Context: an optimization exercise on an open-source flow, tuned for small area. The choices shown serve that exercise and are no tape-out recipe.
Function was checked by simulation only, so behaviour that the tests miss may differ from the original.
Power and IR drop assume default switching activity.

### design.v
`default_nettype none
package interp_cmd_pkg;
    typedef enum logic [8-1:0] {
        OP_ADD_ACC      = 8'h41,  
        OP_SET_END      = 8'h44,  
        OP_WRITE_CLK    = 8'h43,  
        OP_READ_ACC_POS = 8'h47,  
        OP_READ_MEM     = 8'h4C,  
        OP_RESET_CORE   = 8'h52,  
        OP_STOP_CLK     = 8'h53,  
        OP_SET_TIMEOUT  = 8'h54,  
        OP_LOAD_UPPER   = 8'h55,  
        OP_WRITE_MEM    = 8'h57,  
        OP_GET_ACC      = 8'h61,  
        OP_LOAD_LOWER   = 8'h6C,  
        OP_PING         = 8'h70,  
        OP_RESUME_CLK   = 8'h72,  
        OP_UNTIL        = 8'h75   
    } opcode_t;
    typedef logic [24-1:0] arg_t;
    typedef enum logic [1:0] {
        ACC_NONE,
        ACC_LOAD_UPPER,
        ACC_LOAD_LOWER,
        ACC_ADD
    } acc_op_t;
    typedef enum logic [2:0] {
        CORE_NONE,
        CORE_WRITE_CLK,
        CORE_STOP_CLK,
        CORE_RESUME_CLK,
        CORE_RESET,
        CORE_SET_TIMEOUT,
        CORE_SET_END,
        CORE_UNTIL
    } core_cmd_t;
endpackage
`default_nettype wire
`default_nettype none
package interp_bus_pkg;
    typedef logic [31:0] word_t;
    typedef logic [31:0] addr_t;
    typedef logic [63:0] acc_t;
    typedef logic [31:0] cycles_t;
endpackage
`default_nettype wire
`default_nettype none
module acc_unit (
    input  wire                         clk,
    input  wire                         reset,
    input  wire interp_cmd_pkg::acc_op_t acc_op,
    input  wire interp_cmd_pkg::arg_t   arg,
    output interp_bus_pkg::acc_t        acc_value
);
    interp_bus_pkg::acc_t arg_sext;
    assign arg_sext = {{(64 - 24){arg[24-1]}}, arg};
    always_ff @(posedge clk) begin
        if (reset) begin
            acc_value <= '0;
        end else begin
            case (acc_op)
                interp_cmd_pkg::ACC_LOAD_UPPER:
                    acc_value <= {32'h0, arg, acc_value[7:0]};  
                interp_cmd_pkg::ACC_LOAD_LOWER:
                    acc_value <= {acc_value[63:8], arg[7:0]};
                interp_cmd_pkg::ACC_ADD:
                    acc_value <= acc_value + arg_sext;
                default: ;
            endcase
        end
    end
endmodule
`default_nettype wire
`default_nettype none
module core_ctrl (
    input  wire                           clk,
    input  wire                           reset,
    input  wire interp_cmd_pkg::core_cmd_t core_cmd,
    input  wire interp_cmd_pkg::arg_t     arg,
    input  wire                           finish_execution,
    output logic                          core_clk_enable,
    output logic                          core_reset,
    output logic                          write_pulse,
    output logic                          reset_bus,
    output logic                          memory_mux_selector,
    output interp_bus_pkg::cycles_t       num_of_cycles_to_pulse,
    output interp_bus_pkg::addr_t         end_position,
    output logic                          core_done,
    output interp_bus_pkg::word_t         report_word
);
    typedef enum logic [1:0] {C_IDLE, C_RESET, C_ENABLE, C_WAIT} state_t;
    state_t                  state;
    logic [7:0]              reset_count;
    interp_bus_pkg::cycles_t timeout;
    interp_bus_pkg::cycles_t wait_count;
    assign report_word = {wait_count[30:0], timeout >= wait_count};
    always_ff @(posedge clk) begin
        write_pulse <= 1'b0;
        core_reset  <= 1'b0;
        reset_bus   <= 1'b0;
        core_done   <= 1'b0;
        if (reset) begin
            state                  <= C_IDLE;
            reset_count            <= '0;
            timeout                <= '0;
            wait_count             <= '0;
            end_position           <= '0;
            num_of_cycles_to_pulse <= '0;
            core_clk_enable        <= 1'b0;
            memory_mux_selector    <= 1'b0;
            reset_bus              <= 1'b1;
        end else begin
            case (state)
                C_IDLE: begin
                    case (core_cmd)
                        interp_cmd_pkg::CORE_WRITE_CLK: begin
                            core_clk_enable        <= 1'b1;
                            num_of_cycles_to_pulse <= interp_bus_pkg::cycles_t'(arg);
                            write_pulse            <= 1'b1;
                        end
                        interp_cmd_pkg::CORE_STOP_CLK:    core_clk_enable <= 1'b0;
                        interp_cmd_pkg::CORE_RESUME_CLK:  core_clk_enable <= 1'b1;
                        interp_cmd_pkg::CORE_SET_TIMEOUT: timeout <= interp_bus_pkg::cycles_t'(arg);
                        interp_cmd_pkg::CORE_SET_END:
                            end_position <= interp_bus_pkg::addr_t'({arg, 2'b00});
                        interp_cmd_pkg::CORE_RESET, interp_cmd_pkg::CORE_UNTIL: begin
                            if (core_cmd == interp_cmd_pkg::CORE_UNTIL) begin
                                memory_mux_selector <= 1'b1;  
                                reset_bus           <= 1'b1;
                                wait_count          <= '0;
                            end
                            core_reset             <= 1'b1;
                            core_clk_enable        <= 1'b1;
                            num_of_cycles_to_pulse <= interp_bus_pkg::cycles_t'(8'd20);
                            write_pulse            <= 1'b1;
                            reset_count            <= '0;
                            state                  <= C_RESET;
                        end
                        default: ;
                    endcase
                end
                C_RESET: begin
                    core_reset  <= 1'b1;
                    reset_count <= reset_count + 8'd1;
                    if (reset_count == 8'd20) begin
                        core_clk_enable <= 1'b0;
                        if (memory_mux_selector) begin
                            state <= C_ENABLE;
                        end else begin
                            core_done <= 1'b1;
                            state     <= C_IDLE;
                        end
                    end
                end
                C_ENABLE: begin
                    core_clk_enable        <= 1'b1;
                    num_of_cycles_to_pulse <= timeout;
                    write_pulse            <= 1'b1;
                    state                  <= C_WAIT;
                end
                C_WAIT: begin
                    if (finish_execution || wait_count == timeout) begin
                        core_clk_enable     <= 1'b0;
                        memory_mux_selector <= 1'b0;
                        reset_bus           <= 1'b1;
                        core_done           <= 1'b1;
                        state               <= C_IDLE;
                    end else begin
                        wait_count <= wait_count + 32'd1;
                    end
                end
                default: state <= C_IDLE;
            endcase
        end
    end
endmodule
`default_nettype wire
`default_nettype none
module mem_access (
    input  wire                        clk,
    input  wire                        reset,
    input  wire                        mem_write_req,
    input  wire                        mem_read_req,
    input  wire                        mem_use_acc,
    input  wire interp_cmd_pkg::arg_t  arg,
    input  wire interp_bus_pkg::word_t data_word,
    input  wire interp_bus_pkg::acc_t  acc_value,
    input  wire interp_bus_pkg::word_t read_data,
    output logic                       memory_read,
    output logic                       memory_write,
    output interp_bus_pkg::addr_t      address,
    output interp_bus_pkg::word_t      write_data,
    output interp_bus_pkg::word_t      mem_data,
    output logic                       mem_data_valid
);
    interp_bus_pkg::addr_t base;
    logic                  read_dly;  
    assign base = mem_use_acc ? acc_value[31:0] : '0;
    always_ff @(posedge clk) begin
        if (reset) begin
            memory_read    <= 1'b0;
            memory_write   <= 1'b0;
            read_dly       <= 1'b0;
            mem_data_valid <= 1'b0;
        end else begin
            memory_read    <= mem_read_req;
            memory_write   <= mem_write_req;
            read_dly       <= memory_read;
            mem_data_valid <= read_dly;
        end
    end
    always_ff @(posedge clk) begin
        if (mem_read_req || mem_write_req)
            address <= base + interp_bus_pkg::addr_t'({arg, 2'b00});  
        if (mem_write_req)
            write_data <= data_word;
        if (read_dly)
            mem_data <= read_data;
    end
endmodule
`default_nettype wire
`default_nettype none
module reply_sender (
    input  wire                        clk,
    input  wire                        reset,
    input  wire                        send_req,
    input  wire interp_bus_pkg::word_t send_word,
    input  wire                        uart_write_response,
    output logic                       uart_write,
    output interp_bus_pkg::word_t      uart_write_data,
    output logic                       send_done
);
    logic pending;  
    always_ff @(posedge clk) begin
        uart_write <= 1'b0;
        send_done  <= 1'b0;
        if (reset) begin
            pending <= 1'b0;
        end else if (send_req && !pending) begin
            uart_write_data <= send_word;
            uart_write      <= 1'b1;
            pending         <= 1'b1;
        end else if (pending && uart_write_response) begin
            pending   <= 1'b0;
            send_done <= 1'b1;
        end
    end
endmodule
`default_nettype wire
`default_nettype none
module cmd_sequencer (
    input  wire                         clk,
    input  wire                         reset,
    input  wire                         uart_rx_empty,
    input  wire                         uart_read_response,
    input  wire interp_bus_pkg::word_t  uart_read_data,
    output logic                        uart_read,
    output interp_cmd_pkg::opcode_t     opcode,
    output interp_cmd_pkg::arg_t        arg,
    output interp_bus_pkg::word_t       data_word,
    output interp_cmd_pkg::acc_op_t     acc_op,
    output logic                        mem_write_req,
    output logic                        mem_read_req,
    output logic                        mem_use_acc,
    input  wire                         mem_data_valid,
    output interp_cmd_pkg::core_cmd_t   core_cmd,
    input  wire                         core_done,
    input  wire interp_bus_pkg::word_t  report_word,
    output logic                        send_req,
    output interp_bus_pkg::word_t       send_word,
    input  wire                         send_done,
    input  wire interp_bus_pkg::acc_t   acc_value,
    input  wire interp_bus_pkg::word_t  mem_data
);
    typedef enum logic [2:0] {
        S_IDLE,
        S_FETCH,
        S_DECODE,
        S_DATA_WAIT,
        S_FETCH_DATA,
        S_MEM_WAIT,
        S_CORE_WAIT,
        S_SEND_WAIT
    } state_t;
    state_t                state;
    interp_bus_pkg::word_t cmd_word;
    logic                  report_next;  
    assign opcode    = interp_cmd_pkg::opcode_t'(cmd_word[7:0]);
    assign arg       = cmd_word[31:8];
    assign uart_read = (state == S_FETCH) || (state == S_FETCH_DATA);
    always_ff @(posedge clk) begin
        acc_op        <= interp_cmd_pkg::ACC_NONE;
        core_cmd      <= interp_cmd_pkg::CORE_NONE;
        mem_write_req <= 1'b0;
        mem_read_req  <= 1'b0;
        send_req      <= 1'b0;
        if (reset) begin
            state       <= S_IDLE;
            report_next <= 1'b0;
            mem_use_acc <= 1'b0;
        end else begin
            case (state)
                S_IDLE: begin
                    if (!uart_rx_empty)
                        state <= S_FETCH;
                end
                S_FETCH: begin
                    if (uart_read_response) begin
                        cmd_word <= uart_read_data;
                        state    <= S_DECODE;
                    end
                end
                S_DECODE: begin
                    state <= S_IDLE;  
                    case (opcode)
                        interp_cmd_pkg::OP_PING: begin
                            send_word <= 32'h7700006A;
                            send_req  <= 1'b1;
                            state     <= S_SEND_WAIT;
                        end
                        interp_cmd_pkg::OP_GET_ACC: begin
                            send_word <= acc_value[31:0];
                            send_req  <= 1'b1;
                            state     <= S_SEND_WAIT;
                        end
                        interp_cmd_pkg::OP_LOAD_UPPER: acc_op <= interp_cmd_pkg::ACC_LOAD_UPPER;
                        interp_cmd_pkg::OP_LOAD_LOWER: acc_op <= interp_cmd_pkg::ACC_LOAD_LOWER;
                        interp_cmd_pkg::OP_ADD_ACC:    acc_op <= interp_cmd_pkg::ACC_ADD;
                        interp_cmd_pkg::OP_WRITE_MEM:  state  <= S_DATA_WAIT;
                        interp_cmd_pkg::OP_READ_MEM: begin
                            mem_read_req <= 1'b1;
                            mem_use_acc  <= 1'b0;
                            state        <= S_MEM_WAIT;
                        end
                        interp_cmd_pkg::OP_READ_ACC_POS: begin
                            mem_read_req <= 1'b1;
                            mem_use_acc  <= 1'b1;
                            state        <= S_MEM_WAIT;
                        end
                        interp_cmd_pkg::OP_WRITE_CLK:   core_cmd <= interp_cmd_pkg::CORE_WRITE_CLK;
                        interp_cmd_pkg::OP_STOP_CLK:    core_cmd <= interp_cmd_pkg::CORE_STOP_CLK;
                        interp_cmd_pkg::OP_RESUME_CLK:  core_cmd <= interp_cmd_pkg::CORE_RESUME_CLK;
                        interp_cmd_pkg::OP_SET_TIMEOUT: core_cmd <= interp_cmd_pkg::CORE_SET_TIMEOUT;
                        interp_cmd_pkg::OP_SET_END:     core_cmd <= interp_cmd_pkg::CORE_SET_END;
                        interp_cmd_pkg::OP_RESET_CORE: begin
                            core_cmd <= interp_cmd_pkg::CORE_RESET;
                            state    <= S_CORE_WAIT;
                        end
                        interp_cmd_pkg::OP_UNTIL: begin
                            core_cmd <= interp_cmd_pkg::CORE_UNTIL;
                            state    <= S_CORE_WAIT;
                        end
                        default: state <= S_IDLE;  
                    endcase
                end
                S_DATA_WAIT: begin
                    if (!uart_rx_empty)
                        state <= S_FETCH_DATA;
                end
                S_FETCH_DATA: begin
                    if (uart_read_response) begin
                        data_word     <= uart_read_data;
                        mem_write_req <= 1'b1;
                        mem_use_acc   <= 1'b0;
                        state         <= S_IDLE;
                    end
                end
                S_MEM_WAIT: begin
                    if (mem_data_valid) begin
                        send_word <= mem_data;
                        send_req  <= 1'b1;
                        state     <= S_SEND_WAIT;
                    end
                end
                S_CORE_WAIT: begin
                    if (core_done) begin
                        if (opcode == interp_cmd_pkg::OP_UNTIL) begin
                            send_word   <= 32'h6C75636B;
                            send_req    <= 1'b1;
                            report_next <= 1'b1;
                            state       <= S_SEND_WAIT;
                        end else begin
                            state <= S_IDLE;
                        end
                    end
                end
                S_SEND_WAIT: begin
                    if (send_done) begin
                        if (report_next) begin
                            send_word   <= report_word;
                            send_req    <= 1'b1;
                            report_next <= 1'b0;
                        end else begin
                            state <= S_IDLE;
                        end
                    end
                end
                default: state <= S_IDLE;
            endcase
        end
    end
endmodule
`default_nettype wire
`default_nettype none
module debug_interpreter (
    input  wire                          clk,
    input  wire                          reset,
    input  wire                          uart_rx_empty,
    input  wire                          uart_read_response,
    input  wire interp_bus_pkg::word_t   uart_read_data,
    output logic                         uart_read,
    input  wire                          uart_write_response,
    output logic                         uart_write,
    output interp_bus_pkg::word_t        uart_write_data,
    input  wire                          finish_execution,
    output logic                         core_clk_enable,
    output logic                         core_reset,
    output logic                         write_pulse,
    output interp_bus_pkg::cycles_t      num_of_cycles_to_pulse,
    output logic                         reset_bus,
    output logic                         memory_mux_selector,
    output interp_bus_pkg::addr_t        end_position,
    output logic                         memory_read,
    output logic                         memory_write,
    output interp_bus_pkg::addr_t        address,
    output interp_bus_pkg::word_t        write_data,
    input  wire interp_bus_pkg::word_t   read_data
);
    interp_cmd_pkg::arg_t      arg;
    interp_bus_pkg::word_t     data_word;
    interp_cmd_pkg::acc_op_t   acc_op;
    interp_bus_pkg::acc_t      acc_value;
    logic                      mem_write_req;
    logic                      mem_read_req;
    logic                      mem_use_acc;
    logic                      mem_data_valid;
    interp_bus_pkg::word_t     mem_data;
    interp_cmd_pkg::core_cmd_t core_cmd;
    logic                      core_done;
    interp_bus_pkg::word_t     report_word;
    logic                      send_req;
    interp_bus_pkg::word_t     send_word;
    logic                      send_done;
    cmd_sequencer seq_i (
        .clk(clk), .reset(reset),
        .uart_rx_empty(uart_rx_empty),
        .uart_read_response(uart_read_response),
        .uart_read_data(uart_read_data),
        .uart_read(uart_read),
        .opcode(),
        .arg(arg),
        .data_word(data_word),
        .acc_op(acc_op),
        .mem_write_req(mem_write_req),
        .mem_read_req(mem_read_req),
        .mem_use_acc(mem_use_acc),
        .mem_data_valid(mem_data_valid),
        .core_cmd(core_cmd),
        .core_done(core_done),
        .report_word(report_word),
        .send_req(send_req),
        .send_word(send_word),
        .send_done(send_done),
        .acc_value(acc_value),
        .mem_data(mem_data)
    );
    acc_unit acc_i (
        .clk(clk), .reset(reset),
        .acc_op(acc_op),
        .arg(arg),
        .acc_value(acc_value)
    );
    core_ctrl core_i (
        .clk(clk), .reset(reset),
        .core_cmd(core_cmd),
        .arg(arg),
        .finish_execution(finish_execution),
        .core_clk_enable(core_clk_enable),
        .core_reset(core_reset),
        .write_pulse(write_pulse),
        .reset_bus(reset_bus),
        .memory_mux_selector(memory_mux_selector),
        .num_of_cycles_to_pulse(num_of_cycles_to_pulse),
        .end_position(end_position),
        .core_done(core_done),
        .report_word(report_word)
    );
    mem_access mem_i (
        .clk(clk), .reset(reset),
        .mem_write_req(mem_write_req),
        .mem_read_req(mem_read_req),
        .mem_use_acc(mem_use_acc),
        .arg(arg),
        .data_word(data_word),
        .acc_value(acc_value),
        .read_data(read_data),
        .memory_read(memory_read),
        .memory_write(memory_write),
        .address(address),
        .write_data(write_data),
        .mem_data(mem_data),
        .mem_data_valid(mem_data_valid)
    );
    reply_sender reply_i (
        .clk(clk), .reset(reset),
        .send_req(send_req),
        .send_word(send_word),
        .uart_write_response(uart_write_response),
        .uart_write(uart_write),
        .uart_write_data(uart_write_data),
        .send_done(send_done)
    );
endmodule
`default_nettype wire
### run.sh
#!/bin/bash
# synth_recipe.tcl (not shown) runs the flow's synth.tcl, then flattens the netlist and writes it again
# the make line also repeats each setting of config.mk as NAME=value (left out here)
make -C /OpenROAD-flow-scripts/flow DESIGN_CONFIG=/design/flow/config.mk WORK_HOME=/design/flow/orfs CLKGATE_MAP_FILE= SYNTH_SCRIPT=/design/flow/synth_recipe.tcl finish
### config.mk
export PLATFORM = sky130hd
export DESIGN_NAME = debug_interpreter
export DESIGN_NICKNAME = debug_interpreter
export VERILOG_FILES = /design/flow/design.v
export SDC_FILE = /design/flow/constraint.sdc
export NUM_CORES = 4
export LEC_CHECK = 0
export CAP_MARGIN = 20
export CORE_MARGIN = 2
export CORE_UTILIZATION = 40
export SLEW_MARGIN = 20
### constraint.sdc
create_clock -name core_clock -period 5.0 [get_ports {clk}]
set_input_delay 1.0000 -clock core_clock [delete_from_list [all_inputs] [get_ports {clk}]]
set_output_delay 1.0000 -clock core_clock [all_outputs]
set_load 0.01 [all_outputs]
==> impl_metrics.env <==
export IMPL_status="complete, no violations"
export IMPL_synth_edf_count=224
export IMPL_gp_congestion=0.905
export IMPL_grt_max_degree=144
export IMPL_synth_seq_cells=396
export IMPL_grt_pass1_vias=13715
export IMPL_fin_crit_ns=3.76
export IMPL_max_clock_path_buffers=3
export IMPL_path_max_fanout=18
export IMPL_drv_slew=0
export IMPL_ant_nets=0
export IMPL_final_util=0.498
export IMPL_synthDistinctLibCells=71
export IMPL_synth_top_flop_cell="edfxtp_1"
export IMPL_grt_ovfl_total=0
export IMPL_cts_buffers=44
export IMPL_cts_root_buf="clkbuf_16"
export IMPL_core_area_um2=46500
export IMPL_fp_row_count=79
export IMPL_hold_viol=0
export IMPL_port_buffers=222
export IMPL_grt_use_total=0.226
export IMPL_area_delta_synth_final_pct=23.0
export IMPL_async_flop_share=0
export IMPL_die_area_um2=48800
export IMPL_synth_top_area_share=0.358
export IMPL_cts_resized_gates=0
export IMPL_final_setup_skew_ns=0.0200
export IMPL_hp_class="reg2reg"
export IMPL_syn_inst=1809
export IMPL_fmax_mhz=266
export IMPL_setup_tns_ns=0
export IMPL_worst_slew_pin_slew_ns=1.04
export IMPL_maxCapViolations=0
export IMPL_final_nets=2171
export IMPL_cp_common_cell="a21oi_1"
export IMPL_critPathRequiredTime_ns=5.32
export IMPL_cts_sinks=396
export IMPL_tritoncts="yes"
export IMPL_yosysTopAreaCell="edfxtp_1"
export IMPL_setup_viol=0
export IMPL_post_cts_buffers=0
export IMPL_max_slew_margin=0.306
export IMPL_critPathKind="reg2reg"
export IMPL_htree_levels=2
export IMPL_power_density_nw_per_um2=328
export IMPL_clock_latency_ns=0.58
export IMPL_num_io_pins=239
export IMPL_rsz0062_at_grt="false"
export IMPL_start_kind="flop"
export IMPL_die_x_um=221
export IMPL_yosysSeqAreaShare=0.541
export IMPL_crit_path_cell_trace="and2_1, ha_1, a21o_1, a21oi_1, o21ai_0, o41ai_2, o21ai_1, a211oi_1, or3_1, a21oi_1"
export IMPL_cp_slowest_cell="dfxtp_1"
export IMPL_avgSynthCellArea_um2=10.4
export IMPL_yosysMostFrequentCell="edfxtp_1"
export IMPL_drive_gt1_frac=0.0572
export IMPL_routed_wl_um=56700
export IMPL_grt_pass1_wl_um=84800
export IMPL_postCtsHoldBufs=0
export IMPL_ys_top_cells_by_area="edfxtp_1, dfxtp_1, ha_1"
export IMPL_die_h_um=221
export IMPL_vdd_drop_max_v=0.000248
export IMPL_cp_slowest_stage_delay_ns=0.76
export IMPL_wl_per_cell_um=21.3
export IMPL_synth_area_um2=18800
export IMPL_vias=14443
export IMPL_ys_warn_count=5
export IMPL_via_per_inst=5.44
export IMPL_antenna_found_initial=1
export IMPL_path_clk_slew_ns=0.06
export IMPL_initial_core_util=0.405
export IMPL_yosys_top_cells_count="edfxtp_1, nand2_1, dfxtp_1"
export IMPL_power_leakage_nw=8.37
export IMPL_hpwl_um=41000
export IMPL_drc=0
export IMPL_drt_initial_drc_count=1303
export IMPL_diodes=0
export IMPL_endpoint_kind="flop"
export IMPL_arrival_ns=4.08
export IMPL_fin_crit_sh=0.752
export IMPL_dr_pass1_iters=7
[area by class of cell]
class	instances	area, um2
Fill cell	4252	23300
Sequential cell	396	10200
Multi-Input combinational cell	1276	8110
Timing Repair Buffer	241	2420
Clock buffer	57	1210
Tap cell	607	759
Clock inverter	24	255
Inverter	53	199
[per-layer routing]
metal,share of wire,GRT usage,up-vias
met1,0.47,0.327,6940
met5,0.00023,0,-
met4,0.022,0.0563,2
met2,0.44,0.345,469
li1,-,-,6953
met3,0.067,0.0467,79
[registers in the layout, indices dropped and copies added, names as in the netlist, 3 cells and up, named ones only]
signal,count
acc_i.acc_value,32
core_i.wait_count,32
mem_i.address,32
mem_i.mem_data,32
mem_i.write_data,32
reply_i.uart_write_data,32
seq_i.cmd_word,32
seq_i.data_word,32
seq_i.send_word,32
core_i.end_position,24
core_i.num_of_cycles_to_pulse,24
core_i.timeout,24
core_i.reset_count,8
seq_i.core_cmd,3
seq_i.state,3
[critical path: cells and delay by family, from the launching register on]
family	cells	cell delay, ns
DFF	1	0.76
AOI/OAI and AO/OA	7	2.03
and+or+nand+nor	2	0.43
adders and majority gates	1	0.29
[stage by stage]
step	total power [mW]	instances	hold slack, ns	setup WS (ns)	instance area [um2]
floorplan	4.08	1824	0.400	0.840	18900
global placement	4.36	2570	0.402	1.47	21600
detailed placement	4.36	2570	0.405	1.29	21600
CTS	7.63	2651	0.414	1.27	23100
global route	7.85	2654	0.421	0.993	23100
finish	7.57	2654	0.414	1.24	23100
[cells in the final DEF, fill, tap and decap left out, drive strengths merged, types with 55 or more instances in the layout]
master,count
a21oi,171
nand2,209
o21ai,65
nor2,162
clkbuf,57
clkdlybuf4s50,221
dfxtp,172
edfxtp,224
mux2i,55
ha,87
[power breakdown]
group	total, mW	switching [mW]	internal, mW
Combinational	0.678	0.393	0.285
Clock	3.26	1.34	1.93
Sequential	3.63	0.119	3.51
[path summary, 6_finish.rpt]
path                                   from                              endpoint  slack [ns]  cells past startpoint
min reg2reg    seq_i.send_word[9]$_DFFE_PP_  reply_i.uart_write_data[9]$_DFFE_PP_        0.41                      0
min            seq_i.send_word[9]$_DFFE_PP_  reply_i.uart_write_data[9]$_DFFE_PP_        0.41                      0
max          seq_i.mem_use_acc$_SDFFE_PP0P_           mem_i.address[29]$_DFFE_PP_        1.24                     10
max reg2reg  seq_i.mem_use_acc$_SDFFE_PP0P_           mem_i.address[29]$_DFFE_PP_        1.24                     10
[cells by family after synthesis]
logic type                 after synthesis  synth area share
adders and majority gates               89            0.0600
AOI/OAI and AO/OA                      454             0.154
other                                    1          0.000199
muxes                                   57            0.0305
DFF                                    396             0.541
xor gates and xnor gates                80            0.0373
buffers and inverters                  152            0.0336
and+or+nand+nor                        580             0.144

[separate check: timing with driven ports]
The flow's constraints put no driver on any port. The routed layout listed below was extracted and timed again, unchanged, in two steps. Step 1 assumes that a clkbuf_16 drives the clock port and a buf_2 every other input. Step 2 adds t to the input delays and takes it off the output delays; t is the mean of the earliest and latest rising clock arrival at the registers after step 1. Input paths then give back, and output paths get back, about the clock's delay inside the block. Slacks: no drivers / after step 1 / after step 2; pairs: no drivers / after step 1.
t (ns): 0.631
slack for setup (ns): 1.242 / 1.242 / 1.242
worst setup path at the end: register to register
slew at the worst register clock pin (ns): 0.07 / 0.07
After both steps this run still meets setup and hold. The setup slack of this run moves by 0.000 ns with the drivers and by 0.000 ns with both steps.
